From an optimization exercise on the open Yosys and OpenROAD flow, aimed at small area, a short achievable clock period and few clock cycles per item; shortcuts taken in it are not production practice.
RTL that was checked went through simulation tests only; none was proved equivalent to the original.

trial 88:
Design muldiv_top, start of the top module:
module muldiv_top (
    input  logic                   clk,
    input  logic                   arst_n_i,
    input  logic                   op_valid_i,
    input  muldiv_pkg::muldiv_op_e op_i,
    input  muldiv_pkg::word_t      opnd_a_i,
    input  muldiv_pkg::word_t      opnd_b_i,
    output logic                   stall_o,
    output logic                   rd_valid_o,
    output muldiv_pkg::word_t      rd_data_o,
    output muldiv_pkg::word_t      hi_o,
    output muldiv_pkg::word_t      lo_o
);
==> flow/config.mk <==
export PLATFORM = sky130hd
export DESIGN_NAME = muldiv_top
export DESIGN_NICKNAME = muldiv_top
export VERILOG_FILES = /design/flow/design.v
export SDC_FILE = /design/flow/constraint.sdc
export NUM_CORES = 4
export LEC_CHECK = 0
export ABC_AREA = 1
export CAP_MARGIN = 20
export CORE_MARGIN = 2
export CORE_UTILIZATION = 40
export SETUP_SLACK_MARGIN = 5
export SLEW_MARGIN = 20
==> flow/constraint.sdc <==
create_clock -name core_clock -period 10.0 [get_ports {clk}]
set_input_delay 2.0000 -clock core_clock [delete_from_list [all_inputs] [get_ports {clk}]]
set_output_delay 2.0000 -clock core_clock [all_outputs]
set_load 0.01 [all_outputs]
run.sh (not shown) runs the stock make flow with config.mk's settings and CLKGATE_MAP_FILE= SYNTH_SCRIPT=/design/flow/synth_recipe.tcl, a recipe that flattens the netlist after the stock synthesis.
No stage failed in trial 88, and the final checks on the layout all came back clean.
Testbench counts of trial 88, summed over its fixed seeds: cycles 7,221, items 4,800.
Relative to trial 88, the following input files were edited for build 3:
--- a/flow/design.v
+++ b/flow/design.v
@@ -1288,18 +1288,21 @@
     input  logic              arst_n_i,
     input  logic              start_i,       
     input  logic              a_neg_i,       
     input  logic              b_neg_i,
     input  muldiv_pkg::word_t a_i,
     input  muldiv_pkg::word_t b_i,
     output logic              quick_o,       
     output logic              busy_o,        
     output logic              done_o,        
+    output logic              early_o,       
+    output muldiv_pkg::word_t early_hi_o,    
+    output muldiv_pkg::word_t early_lo_o,
     output muldiv_pkg::word_t hi_o,          
     output muldiv_pkg::word_t lo_o           
 );
     function automatic logic [5:0] lzc32(input logic [31:0] x);
         lzc32 = 6'd32;
         for (int i = 0; i < 32; i++) begin
             if (x[i]) lzc32 = 6'(31 - i);
         end
     endfunction
@@ -1312,29 +1315,31 @@
     logic [4:0]        n;
     logic [4:0]        sh;
     logic              b_zero;
     logic [31:0]       rem_q;
     logic [32:0]       dvs_q;
     logic [31:0]       quo_q;
     logic [3:0]        cnt_q;
     logic              neg_q_q;
     logic              neg_r_q;
+    logic              busy_q;
     logic [33:0]       e1;
     logic [33:0]       e2;
     logic [33:0]       e3;
     logic [33:0]       t_x;
     logic [33:0]       t_y;
     logic [33:0]       t_z;
     logic [33:0]       t_s;
     logic [33:0]       t_c;
     logic              q1;
     logic              q2;
     logic [31:0]       rem2;
+    logic              last;
     assign a_neg  = a_neg_i;
     assign b_neg  = b_neg_i;
     assign a_mag  = a_i;
     assign b_mag  = b_i;
     assign za     = lzc32(a_mag);
     assign zb     = lzc32(b_mag);
     assign b_zero = (b_i == '0);
     assign quick_o = b_zero | (zb < za);
     assign n      = 5'(zb - za);
@@ -1344,28 +1349,33 @@
     assign t_x = {2'b00, rem_q};
     assign t_y = ~{1'b0, dvs_q};
     assign t_z = ~{2'b00, dvs_q[32:1]};
     assign t_s = t_x ^ t_y ^ t_z;
     assign t_c = (t_x & t_y) | (t_x & t_z) | (t_y & t_z);
     assign e3  = t_s - ~{t_c[32:0], 1'b1};
     assign q1  = ~e1[33];
     assign q2  = q1 ? ~e3[33] : ~e2[33];
     assign rem2 = q1 ? (q2 ? e3[31:0] : e1[31:0]) : (q2 ? e2[31:0] : rem_q);
+    assign last       = busy_q && (cnt_q == '0);
+    assign early_o    = last && !neg_q_q && !neg_r_q;
+    assign busy_o     = busy_q && !early_o;
+    assign early_hi_o = rem2;
+    assign early_lo_o = {quo_q[29:0], q1, q2};
     always_ff @(posedge clk or negedge arst_n_i) begin
         if (!arst_n_i) begin
-            busy_o <= 1'b0;
+            busy_q <= 1'b0;
             done_o <= 1'b0;
         end else begin
-            done_o <= busy_o && (cnt_q == '0);
+            done_o <= last && !early_o;
             if (busy_o) begin
-                busy_o <= (cnt_q != '0);
+                busy_q <= !last;
             end else begin
-                busy_o <= start_i;
+                busy_q <= start_i;
             end
         end
     end
     always_ff @(posedge clk) begin
         if (busy_o) begin
             rem_q <= rem2;
             dvs_q <= dvs_q >> 2;
             quo_q <= {quo_q[29:0], q1, q2};
             cnt_q <= cnt_q - 1'b1;
@@ -1435,18 +1445,21 @@
     logic               hi_pend;
     logic               ir_lng_d;
     logic               pass_hi;
     logic               pass_fb;
     logic [8:0]         dg_one;
     logic [8:0]         dg_two;
     logic [8:0]         dg_neg;
     logic               div_busy;
     logic               div_done;
+    logic               div_early;
+    muldiv_pkg::word_t  div_early_hi;
+    muldiv_pkg::word_t  div_early_lo;
     muldiv_pkg::word_t  div_hi;
     muldiv_pkg::word_t  div_lo;
     logic               c_mul;
     logic               c_mthi;
     logic               c_mtlo;
     logic               c_div;
     logic               c_rdhi;
     logic               c_rdlo;
     logic               we_hi;
@@ -1504,40 +1517,43 @@
         .clk      (clk),
         .arst_n_i (arst_n_i),
         .start_i  (ir_dec.div && !div_quick),
         .a_neg_i  (ir_a_neg),
         .b_neg_i  (ir_b_neg),
         .a_i      (ir_a[31:0]),
         .b_i      (ir_b[31:0]),
         .quick_o  (div_quick),
         .busy_o   (div_busy),
-        .done_o   (div_done),
+        .done_o     (div_done),
+        .early_o    (div_early),
+        .early_hi_o (div_early_hi),
+        .early_lo_o (div_early_lo),
         .hi_o     (div_hi),
         .lo_o     (div_lo)
     );
     pipe_control u_ctrl (
         .clk         (clk),
         .arst_n_i    (arst_n_i),
         .stall_i     (stall),
         .dec_i       (ir_dec),
         .div_quick_i (div_quick),
         .c_mul_o     (c_mul),
         .c_mthi_o    (c_mthi),
         .c_mtlo_o    (c_mtlo),
         .c_div_o     (c_div),
         .c_rdhi_o    (c_rdhi),
         .c_rdlo_o    (c_rdlo)
     );
     assign prod  = p1_s + p1_c;
-    assign we_hi = c_mul | c_mthi | c_div | div_done;
-    assign we_lo = c_mul | c_mtlo | c_div | div_done;
-    assign hi_d  = c_mul ? prod[63:32] : div_hi;
-    assign lo_d  = c_mul ? prod[31:0] : (c_mtlo ? div_hi : div_lo);
+    assign we_hi = c_mul | c_mthi | c_div | div_done | div_early;
+    assign we_lo = c_mul | c_mtlo | c_div | div_done | div_early;
+    assign hi_d  = c_mul ? prod[63:32] : (div_early ? div_early_hi : div_hi);
+    assign lo_d  = c_mul ? prod[31:0] : (div_early ? div_early_lo : (c_mtlo ? div_hi : div_lo));
     hilo_regs u_hilo (
         .clk      (clk),
         .arst_n_i (arst_n_i),
         .we_hi_i  (we_hi),
         .we_lo_i  (we_lo),
         .hi_i     (hi_d),
         .lo_i     (lo_d),
         .hi_o     (hi_q),
         .lo_o     (lo_q)
==> comparison <==
Sum of buffers and inverters on the critical path, build 3 and trial 88: larger value in trial 88. Between build 3 and trial 88, the sequential share of cell area is lower for build 3. Changes observed in build 3 relative to trial 88: fmax flat. Against trial 88, build 3 reports a global-route usage that is higher.
No functional check of the RTL was part of build 3.

static timing again, ports no longer ideal:
Ports are ideal in the flow. The routed layouts listed here were re-timed in OpenROAD.
Step 1 assumes that a clkbuf_16 drives the clock port and a buf_2 every other input.
Step 2 times the ports against the registers' clock, not the clock port: input delays grow and output delays shrink by t, the midpoint of the rising clock arrivals with the driver on.
a / b / c = ideal ports / drivers / drivers and shift; a / b = the first two.
run	shift t [ns]	slack for setup (ns)	worst setup path after step 2	worst register clock-pin slew, ns
trial 88	0.694	5.118 / 5.118 / 4.564	input to register	0.07 / 0.07
build 3	0.713	5.107 / 5.030 / 4.543	input to register	0.07 / 0.07
After both steps every run listed still meets setup and hold. For build 3, which loses most, drivers alone change the setup slack by -0.077 ns; drivers and shift together by -0.564 ns.
